This is an optimization exercise on Yosys and OpenROAD, whose aim is small area, a short achievable clock period and few clock cycles per item, not a production implementation.
RTL that was checked went through simulation tests only; none was proved equivalent to the original.
Power is estimated from default activity; no workload was simulated.

==> job 672 <==
==> flow/design.v (excerpt) <==
module decode_pipe_top (
    input  wire             clk,
    input  wire             reset,
    input  wire             in_valid,
    output logic            in_ready,
    input  wire [taurus_decode_pkg::xlen-1:0]  in_pc,
    input  wire [31:0]      in_inst,
    output logic            out_valid,
    input  wire             out_ready,
    output logic [taurus_decode_pkg::xlen-1:0] out_pc,
    output taurus_decode_pkg::inst_fmt_e       out_fmt,
    output logic [4:0]      out_rd,
    output logic [taurus_decode_pkg::xlen-1:0] out_imm,
    output logic [taurus_decode_pkg::xlen-1:0] out_target
);
==> module target_calc_stage, before the edit <==
module target_calc_stage (
    input  wire  [2:0]  in_cls,
    input  wire  [31:1] in_base,
    input  wire  [31:1] in_addend,
    input  wire  [31:1] in_pc,
    input  wire         inst31,
    output logic [31:1] out_target_lo,
    output logic        out_inc,       
    output logic        out_dec,       
    output logic        out_lui        
);
    logic        use_imm;
    logic [31:1] sum;
    logic [31:2] link;
    logic        sum_carry, link_carry;
    assign use_imm = in_cls == taurus_decode_pkg::cls_b || in_cls == taurus_decode_pkg::cls_j
                  || in_cls == taurus_decode_pkg::cls_auipc || in_cls == taurus_decode_pkg::cls_lui;
    prefix_adder #(.width(31)) u_add (
        .a    (in_base),
        .b    (in_addend),
        .sum  (sum),
        .cout (sum_carry)
    );
    assign {link_carry, link} = {1'b0, in_pc[31:2]} + 31'd1;
    assign out_target_lo = use_imm ? sum : {link, in_pc[1]};
    assign out_inc = use_imm ? sum_carry && !inst31 : link_carry;
    assign out_dec = use_imm && !sum_carry && inst31;
    assign out_lui = in_cls == taurus_decode_pkg::cls_lui;
endmodule
==> module target_hi_stage, before the edit <==
module target_hi_stage (
    input  wire  [63:32] in_pc,
    input  wire          inst31,
    input  wire          inc,
    input  wire          dec,
    input  wire          lui,
    output logic [63:32] out_target_hi
);
    logic [63:32] run;    
    prefix_and #(.width(32)) u_run (
        .a   (in_pc ^ {32{dec}}),
        .all (run)
    );
    assign out_target_hi = lui ? {32{inst31}} : in_pc ^ ({32{inc || dec}} & run);
endmodule
==> module decode_pipe_top, before the edit <==
module decode_pipe_top (
    input  wire             clk,
    input  wire             reset,
    input  wire             in_valid,
    output logic            in_ready,
    input  wire [taurus_decode_pkg::xlen-1:0]  in_pc,
    input  wire [31:0]      in_inst,
    output logic            out_valid,
    input  wire             out_ready,
    output logic [taurus_decode_pkg::xlen-1:0] out_pc,
    output taurus_decode_pkg::inst_fmt_e       out_fmt,
    output logic [4:0]      out_rd,
    output logic [taurus_decode_pkg::xlen-1:0] out_imm,
    output logic [taurus_decode_pkg::xlen-1:0] out_target
);
    logic [2:0]  in_cls, s_cls, q_cls;
    logic [63:0] s_pc;
    logic [31:7] s_inst, q_inst;
    logic [31:1] s_tlo, q_tlo;
    logic        s_inc, s_dec, s_lui, q_inc, q_dec, q_lui;
    logic [2:0]  s_op;      
    logic [2:0]  s_sel;
    logic [31:1] s_base, s_addend;
    decode_stage u_decode (
        .in_inst (in_inst),
        .out_cls (in_cls)
    );
    target_sel_stage u_target_sel (
        .op5     (s_op[2]),
        .op3     (s_op[1]),
        .op2     (s_op[0]),
        .out_sel (s_sel)
    );
    target_operand_stage u_operand (
        .in_sel     (s_sel),
        .in_pc      (s_pc[31:1]),
        .inst       (s_inst),
        .out_base   (s_base),
        .out_addend (s_addend)
    );
    target_calc_stage u_target_calc (
        .in_cls        (s_cls),
        .in_base       (s_base),
        .in_addend     (s_addend),
        .in_pc         (s_pc[31:1]),
        .inst31        (s_inst[31]),
        .out_target_lo (s_tlo),
        .out_inc       (s_inc),
        .out_dec       (s_dec),
        .out_lui       (s_lui)
    );
    common_bypass_buffer #(
        .width      (taurus_decode_pkg::entry_w),
        .main_width (taurus_decode_pkg::record_w)
    ) u_buffer (
        .clk        (clk),
        .reset      (reset),
        .prev_data  ({in_pc, in_inst[31:7], in_cls, in_inst[5], in_inst[3:2]}),
        .prev_valid (in_valid),
        .prev_ready (in_ready),
        .sel_data   ({s_pc, s_inst, s_cls, s_op}),
        .main_data  ({s_pc, s_inst, s_cls, s_tlo, s_inc, s_dec, s_lui}),
        .next_data  ({out_pc, q_inst, q_cls, q_tlo, q_inc, q_dec, q_lui}),
        .next_valid (out_valid),
        .next_ready (out_ready)
    );
    imm_gen_stage u_imm_gen (
        .in_cls  (q_cls),
        .inst    (q_inst),
        .out_fmt (out_fmt),
        .out_rd  (out_rd),
        .out_imm (out_imm)
    );
    target_hi_stage u_target_hi (
        .in_pc         (out_pc[63:32]),
        .inst31        (q_inst[31]),
        .inc           (q_inc),
        .dec           (q_dec),
        .lui           (q_lui),
        .out_target_hi (out_target[63:32])
    );
    assign out_target[31:1] = q_tlo;
    assign out_target[0]    = out_pc[0] && !q_lui;
endmodule
export LEC_CHECK = 0
export CAP_MARGIN = 20
export CORE_MARGIN = 2
export CORE_UTILIZATION = 65
export CTS_CLUSTER_DIAMETER = 100
export CTS_CLUSTER_SIZE = 25
export SETUP_SLACK_MARGIN = 1.5
export SLEW_MARGIN = 20
create_clock -name core_clock -period 5.5 [get_ports {clk}]
standard.sh (not shown) runs the stock make flow with config.mk's settings and CLKGATE_MAP_FILE= SYNTH_SCRIPT=/design/flow/synth_recipe.tcl, a recipe that flattens the netlist after the stock synthesis.
==> flow/flow/run.sh <==
#!/bin/bash
# The standard layout (standard.sh) with three changes:
#  - the port buffers are the smallest buffer cell (buf_1), resized later as
#    timing needs;
#  - full adders are left to ABC instead of being extracted into adder cells;
#  - the upper-half and lower-half target logic are mapped on their own, so
#    that ABC keeps their depth short;
#  - the slow stacked AND/OR cells are kept out of mapping and resizing, on
#    top of the platform's own don't-use list.
# Each tool's full output is in the ORFS logs under orfs/logs; make's own
# output is in standard.log.
PLATFORM_DONT_USE="sky130_fd_sc_hd__probe_p_8 sky130_fd_sc_hd__probec_p_8 sky130_fd_sc_hd__lpflow_bleeder_1 sky130_fd_sc_hd__lpflow_clkbufkapwr_1 sky130_fd_sc_hd__lpflow_clkbufkapwr_16 sky130_fd_sc_hd__lpflow_clkbufkapwr_2 sky130_fd_sc_hd__lpflow_clkbufkapwr_4 sky130_fd_sc_hd__lpflow_clkbufkapwr_8 sky130_fd_sc_hd__lpflow_clkinvkapwr_1 sky130_fd_sc_hd__lpflow_clkinvkapwr_16 sky130_fd_sc_hd__lpflow_clkinvkapwr_2 sky130_fd_sc_hd__lpflow_clkinvkapwr_4 sky130_fd_sc_hd__lpflow_clkinvkapwr_8 sky130_fd_sc_hd__lpflow_decapkapwr_12 sky130_fd_sc_hd__lpflow_decapkapwr_3 sky130_fd_sc_hd__lpflow_decapkapwr_4 sky130_fd_sc_hd__lpflow_decapkapwr_6 sky130_fd_sc_hd__lpflow_decapkapwr_8 sky130_fd_sc_hd__lpflow_inputiso0n_1 sky130_fd_sc_hd__lpflow_inputiso0p_1 sky130_fd_sc_hd__lpflow_inputiso1n_1 sky130_fd_sc_hd__lpflow_inputiso1p_1 sky130_fd_sc_hd__lpflow_inputisolatch_1 sky130_fd_sc_hd__lpflow_isobufsrc_1 sky130_fd_sc_hd__lpflow_isobufsrc_16 sky130_fd_sc_hd__lpflow_isobufsrc_2 sky130_fd_sc_hd__lpflow_isobufsrc_4 sky130_fd_sc_hd__lpflow_isobufsrc_8 sky130_fd_sc_hd__lpflow_isobufsrckapwr_16 sky130_fd_sc_hd__lpflow_lsbuf_lh_hl_isowell_tap_1 sky130_fd_sc_hd__lpflow_lsbuf_lh_hl_isowell_tap_2 sky130_fd_sc_hd__lpflow_lsbuf_lh_hl_isowell_tap_4 sky130_fd_sc_hd__lpflow_lsbuf_lh_isowell_4 sky130_fd_sc_hd__lpflow_lsbuf_lh_isowell_tap_1 sky130_fd_sc_hd__lpflow_lsbuf_lh_isowell_tap_2 sky130_fd_sc_hd__lpflow_lsbuf_lh_isowell_tap_4"
SLOW=""
for c in a2111o a311o a32o a41o and4 and4b and4bb o2111a o311a o32a o41a or3 or3b or4 or4b or4bb maj3; do
  for n in 1 2 4; do SLOW="$SLOW sky130_fd_sc_hd__${c}_$n"; done
done
bash standard.sh BUFFER_PORTS_ARGS="-buffer_cell sky130_fd_sc_hd__buf_1" ADDER_MAP_FILE= \
  SYNTH_KEEP_MODULES="target_hi_stage target_calc_stage" finish > standard.log 2>&1
==> job 6892 (differences from job 672) <==
--- a/flow/design.v
+++ b/flow/design.v
@@ -32,5 +32,5 @@
     localparam logic [2:0] cls_auipc = 3'd7;
     localparam int entry_w = xlen + 25 + 3 + 3;
-    localparam int record_w = entry_w - 3 + 31 + 3;
+    localparam int record_w = entry_w - 3 + 31 + 8;
     function automatic integer ceil_log2(input integer n);
         integer r, i;
@@ -185,9 +185,9 @@
     input  wire  [31:1] in_base,
     input  wire  [31:1] in_addend,
-    input  wire  [31:1] in_pc,
+    input  wire  [63:1] in_pc,
     input  wire         inst31,
     output logic [31:1] out_target_lo,
-    output logic        out_inc,       
-    output logic        out_dec,       
+    output logic        out_step,      
+    output logic [5:0]  out_len,       
     output logic        out_lui        
 );
@@ -196,4 +196,6 @@
     logic [31:2] link;
     logic        sum_carry, link_carry;
+    logic        neg;
+    logic [63:32] run;    
     assign use_imm = in_cls == taurus_decode_pkg::cls_b || in_cls == taurus_decode_pkg::cls_j
                   || in_cls == taurus_decode_pkg::cls_auipc || in_cls == taurus_decode_pkg::cls_lui;
@@ -206,22 +208,33 @@
     assign {link_carry, link} = {1'b0, in_pc[31:2]} + 31'd1;
     assign out_target_lo = use_imm ? sum : {link, in_pc[1]};
-    assign out_inc = use_imm ? sum_carry && !inst31 : link_carry;
-    assign out_dec = use_imm && !sum_carry && inst31;
-    assign out_lui = in_cls == taurus_decode_pkg::cls_lui;
+    assign neg      = use_imm && inst31;
+    assign out_step = use_imm ? sum_carry ^ inst31 : link_carry;
+    assign out_lui  = in_cls == taurus_decode_pkg::cls_lui;
+    prefix_and #(.width(32)) u_run (
+        .a   (in_pc[63:32] ^ {32{neg}}),
+        .all (run)
+    );
+    always_comb begin
+        out_len = 6'd32;
+        for (int i = 31; i >= 0; i--) begin
+            if (!run[32 + i]) out_len = 6'(i);
+        end
+    end
 endmodule
 module target_hi_stage (
     input  wire  [63:32] in_pc,
     input  wire          inst31,
-    input  wire          inc,
-    input  wire          dec,
+    input  wire          step,
+    input  wire  [5:0]   len,
     input  wire          lui,
     output logic [63:32] out_target_hi
 );
-    logic [63:32] run;    
-    prefix_and #(.width(32)) u_run (
-        .a   (in_pc ^ {32{dec}}),
-        .all (run)
-    );
-    assign out_target_hi = lui ? {32{inst31}} : in_pc ^ ({32{inc || dec}} & run);
+    logic [63:32] flip;
+    always_comb begin
+        for (int i = 0; i < 32; i++) begin
+            flip[32 + i] = step && (6'(i) < len);
+        end
+    end
+    assign out_target_hi = lui ? {32{inst31}} : in_pc ^ flip;
 endmodule
 module prefix_and #(
@@ -309,5 +322,6 @@
     logic [31:7] s_inst, q_inst;
     logic [31:1] s_tlo, q_tlo;
-    logic        s_inc, s_dec, s_lui, q_inc, q_dec, q_lui;
+    logic        s_step, s_lui, q_step, q_lui;
+    logic [5:0]  s_len, q_len;
     logic [2:0]  s_op;      
     logic [2:0]  s_sel;
@@ -334,9 +348,9 @@
         .in_base       (s_base),
         .in_addend     (s_addend),
-        .in_pc         (s_pc[31:1]),
+        .in_pc         (s_pc[63:1]),
         .inst31        (s_inst[31]),
         .out_target_lo (s_tlo),
-        .out_inc       (s_inc),
-        .out_dec       (s_dec),
+        .out_step      (s_step),
+        .out_len       (s_len),
         .out_lui       (s_lui)
     );
@@ -351,6 +365,6 @@
         .prev_ready (in_ready),
         .sel_data   ({s_pc, s_inst, s_cls, s_op}),
-        .main_data  ({s_pc, s_inst, s_cls, s_tlo, s_inc, s_dec, s_lui}),
-        .next_data  ({out_pc, q_inst, q_cls, q_tlo, q_inc, q_dec, q_lui}),
+        .main_data  ({s_pc, s_inst, s_cls, s_tlo, s_step, s_len, s_lui}),
+        .next_data  ({out_pc, q_inst, q_cls, q_tlo, q_step, q_len, q_lui}),
         .next_valid (out_valid),
         .next_ready (out_ready)
@@ -366,6 +380,6 @@
         .in_pc         (out_pc[63:32]),
         .inst31        (q_inst[31]),
-        .inc           (q_inc),
-        .dec           (q_dec),
+        .step          (q_step),
+        .len           (q_len),
         .lui           (q_lui),
         .out_target_hi (out_target[63:32])
--- a/flow/flow/run.sh
+++ b/flow/flow/run.sh
@@ -1,4 +1,4 @@
 #!/bin/bash
-# The standard layout (standard.sh) with three changes:
+# The standard layout (standard.sh) with four changes:
 #  - the port buffers are the smallest buffer cell (buf_1), resized later as
 #    timing needs;
@@ -16,3 +16,3 @@
 done
 bash standard.sh BUFFER_PORTS_ARGS="-buffer_cell sky130_fd_sc_hd__buf_1" ADDER_MAP_FILE= \
-  SYNTH_KEEP_MODULES="target_hi_stage target_calc_stage" finish > standard.log 2>&1
+  DONT_USE_CELLS="$PLATFORM_DONT_USE$SLOW" SYNTH_KEEP_MODULES="target_hi_stage target_calc_stage" finish > standard.log 2>&1
--- a/flow/config.mk
+++ b/flow/config.mk
@@ -6,4 +6,5 @@
 export NUM_CORES = 4
 export LEC_CHECK = 0
+export ABC_AREA = 1
 export CAP_MARGIN = 20
 export CORE_MARGIN = 2
@@ -11,4 +12,4 @@
 export CTS_CLUSTER_DIAMETER = 100
 export CTS_CLUSTER_SIZE = 25
-export SETUP_SLACK_MARGIN = 1.5
+export SETUP_SLACK_MARGIN = 2.1
 export SLEW_MARGIN = 20
==> out/results.txt <==
Flip-flop and latch area -> 0.00588 mm2
Fin crit share -> 74.3%
CP endpoint -> u_buffer.next_data[1]
Outcome -> complete, no violations
Combinational fraction of design power -> 28.7%
Hold EP -> u_buffer.skid_q[23]
Hold WS -> 482 ps
P_clk -> 1.01 mW
Mean Syn Cell Area -> 7.42 um2
Source of the figures above: job 6892

==> out/results.txt <==
Hold EP -> u_buffer.skid_q[73]
Fin crit share -> 78.6%
Hold WS -> 479 ps
Worst skew pair latency -> 480 ps
Outcome -> complete, no violations
Combinational fraction of design power -> 23.2%
Die H -> 137 um
Mean Syn Cell Area -> 10.9 um2
P_clk -> 0.952 mW
Flip-flop and latch area -> 0.00573 mm2
CP endpoint -> out_target[56]
Met2 wire length -> 15000 um
Source of the figures above: job 672

Testbench counts of job 672, summed over its fixed seeds: cycles 9,165, items 8,000.
The RTL of job 6892 was laid out without a check of its function.

## re-timing with driven ports
In the flow no input, the clock included, has a driving cell. The finished layouts below were timed again as built, in two steps.
Step 1: set_driving_cell puts a clkbuf_16 on clk and a buf_2 on each other input, an assumption about the parent block.
Step 2 also shifts input and output timing later by t, the mid clock arrival at the registers, as if the neighbouring blocks saw the same clock.
a / b / c = ideal / step 1 / step 2; a / b = the first two.
run | t, ns | slack for setup (ns) | pins driven straight from the clock port
job 672 | 0.515 | 1.178 / 1.132 / 0.940 | 1
job 6892 | 0.522 | 1.412 / 1.392 / 0.870 | 1
After both steps every run listed still meets setup and hold. For job 6892, which loses most, drivers alone change the setup slack by -0.020 ns; drivers and shift together by -0.542 ns.
